Context: an optimization exercise on an open-source flow, tuned for small area and a short achievable clock period. The choices shown serve that exercise and are no tape-out recipe.
Function was checked by simulation only, so behaviour that the tests miss may differ from the original.
Power is estimated from default activity; no workload was simulated.

// rx_payload_q
module rx_payload_q (
     input  logic                           clk
    ,input  logic                           reset
    ,input  logic                           enq_req_val
    ,input  logic [rx_q_cfg_pkg::FLOW_ID_W-1:0] enq_req_flowid
    ,input  logic [rx_q_cfg_pkg::ENTRY_W-1:0]   enq_req_data
    ,output logic                           enq_req_rdy
    ,input  logic                           rd_req_val
    ,input  logic [rx_q_cfg_pkg::FLOW_ID_W-1:0] rd_req_flowid
    ,output logic                           rd_req_rdy
    ,output logic                           rd_resp_val
    ,output logic                           rd_resp_is_empty
    ,output logic [rx_q_cfg_pkg::ENTRY_W-1:0]   rd_resp_entry
    ,input  logic                           rd_resp_rdy
);
clock: 5.0 ns
lec_check: 0
cap_margin: 20
core_margin: 2
core_utilization: 88
cts_buf_list: sky130_fd_sc_hd__clkbuf_16
cts_cluster_diameter: 100
cts_cluster_size: 30
setup_slack_margin: 2.6
slew_margin: 20
standard.sh (not shown) runs the stock make flow with config.mk's settings and CLKGATE_MAP_FILE= SYNTH_SCRIPT=/design/flow/synth_recipe.tcl, a recipe that flattens the netlist after the stock synthesis.
==> flow/flow/run.sh <==
#!/bin/bash
# The standard layout (standard.sh) with these changes to how it is made:
#  - synthesis maps logic with flow/abc_map.script, an area-recovering ABC
#    script, in place of ORFS's abc_speed.script, and keeps ABC off the cells
#    listed in flow/abc_dont_use.txt (the mux cells and the AND-OR/OR-AND
#    cells with a buffered output, which are slow on the port-to-port
#    enq_req_rdy path). Everything else in
#    the synthesis (synth_recipe.tcl, dfflibmap, flatten, renames) is
#    unchanged, so the registers are the standard synthesis's.
#  - port buffers use a plain buffer cell instead of the delay buffer that
#    buffer_ports picks on its own.
#  - flow/io.tcl (IO_CONSTRAINTS) keeps the control ports side by side, so the
#    port-to-port paths do not cross the die.
# Each make run's full output goes to a log file in the work folder; ORFS's
# per-step logs stay under orfs/logs.
set -euo pipefail
work=$(pwd)
rm -rf "$work/orfs_scripts"
cp -r "$FLOW_HOME/scripts" "$work/orfs_scripts"
cp "$work/flow/abc_map.script" "$work/orfs_scripts/abc_speed.script"
python3 "$work/flow/patch_preamble.py" "$work/orfs_scripts/synth_preamble.tcl"
export ABC_EXTRA_DONT_USE="$(tr '\n' ' ' < "$work/flow/abc_dont_use.txt")"
export BUFFER_PORTS_ARGS="-buffer_cell sky130_fd_sc_hd__buf_2"
export IO_CONSTRAINTS="$(pwd)/flow/io.tcl"
bash standard.sh SCRIPTS_DIR="$work/orfs_scripts" synth > flow_synth.log 2>&1
bash standard.sh SCRIPTS_DIR="$work/orfs_scripts" finish > flow_make.log 2>&1
Other scripts of this flow, unchanged in this note and not shown: flow/flow/abc_dont_use.txt, flow/flow/abc_map.script, flow/flow/io.tcl, flow/flow/patch_preamble.py
The starting point failed in 4_1_cts.
Change:
--- a/flow/config.mk
+++ b/flow/config.mk
@@ -9,3 +9,3 @@
 export CORE_MARGIN = 2
-export CORE_UTILIZATION = 88
+export CORE_UTILIZATION = 80
 export CTS_BUF_LIST = sky130_fd_sc_hd__clkbuf_16
@@ -13,3 +13,3 @@
 export CTS_CLUSTER_SIZE = 30
-export SETUP_SLACK_MARGIN = 2.6
+export SETUP_SLACK_MARGIN = 2.7
 export SLEW_MARGIN = 20
What happened: This time the run finished with timing, DRC and antenna clean. Synthesized cell count does not change. Area after synthesis does not change.
Change:
--- a/flow/config.mk
+++ b/flow/config.mk
@@ -9,3 +9,3 @@
 export CORE_MARGIN = 2
-export CORE_UTILIZATION = 80
+export CORE_UTILIZATION = 70
 export CTS_BUF_LIST = sky130_fd_sc_hd__clkbuf_16
@@ -13,3 +13,3 @@
 export CTS_CLUSTER_SIZE = 30
-export SETUP_SLACK_MARGIN = 2.7
+export SETUP_SLACK_MARGIN = 2.4
 export SLEW_MARGIN = 20
Worst setup slack gets worse by 0.090 ns.
Final area goes down slightly.
Utilization decreases by 11 points.
Sequential share of layout area is higher by 0.24 points.
Clock-buffer cell count is unchanged.
Fmax is lower by a few percent.
Wire length decreases by a few percent.
Hold slack is worse by 0.012 ns.
Total power hardly moves.
Change:
--- a/flow/config.mk
+++ b/flow/config.mk
@@ -9,3 +9,3 @@
 export CORE_MARGIN = 2
-export CORE_UTILIZATION = 70
+export CORE_UTILIZATION = 60
 export CTS_BUF_LIST = sky130_fd_sc_hd__clkbuf_16
@@ -13,3 +13,3 @@
 export CTS_CLUSTER_SIZE = 30
-export SETUP_SLACK_MARGIN = 2.4
+export SETUP_SLACK_MARGIN = 2.6
 export SLEW_MARGIN = 20
Worst setup slack improved by 0.060 ns.
Sequential power stays flat.
Routed wire length climbs by 9.5%.
Synthesized area stays the same.
Design area climbs by 1.3%.
Fmax climbs by 2.4%.
Global-route usage drops by 2.2 points.
Die area climbs by 16%.
Total power climbs by 0.49%.
Via count climbs by 2.4%.

## what the ideal ports hide
Ports are ideal in the flow. The routed layouts listed here were re-timed in OpenROAD. Step 1 (the two cells are an assumption about what drives the block):
set clk [get_ports {clk}]
set_driving_cell -lib_cell sky130_fd_sc_hd__clkbuf_16 $clk
set_driving_cell -lib_cell sky130_fd_sc_hd__buf_2 [delete_from_list [all_inputs] $clk]
Step 2 adds t to the input delays and takes it off the output delays; t is the mean of the earliest and latest rising clock arrival at the registers after step 1. Input paths then give back, and output paths get back, about the clock's delay inside the block. Slacks: no drivers / after step 1 / after step 2; pairs: no drivers / after step 1.
| run | t, ns | setup WS [ns] | worst setup path at the end | worst slew at a driven data input, ns |
|---|---|---|---|---|
| the second run | 0.676 | 2.496 / 2.437 / 2.138 | input to register | 0.12 |
| the third run | 0.686 | 2.406 / 2.380 / 1.904 | input to register | 0.10 |
| the fourth run | 0.691 | 2.466 / 2.404 / 2.001 | input to register | 0.14 |
After both steps setup and hold are still met in every run listed. For the third run, which loses most, drivers alone change the setup slack by -0.026 ns; drivers and shift together by -0.502 ns.
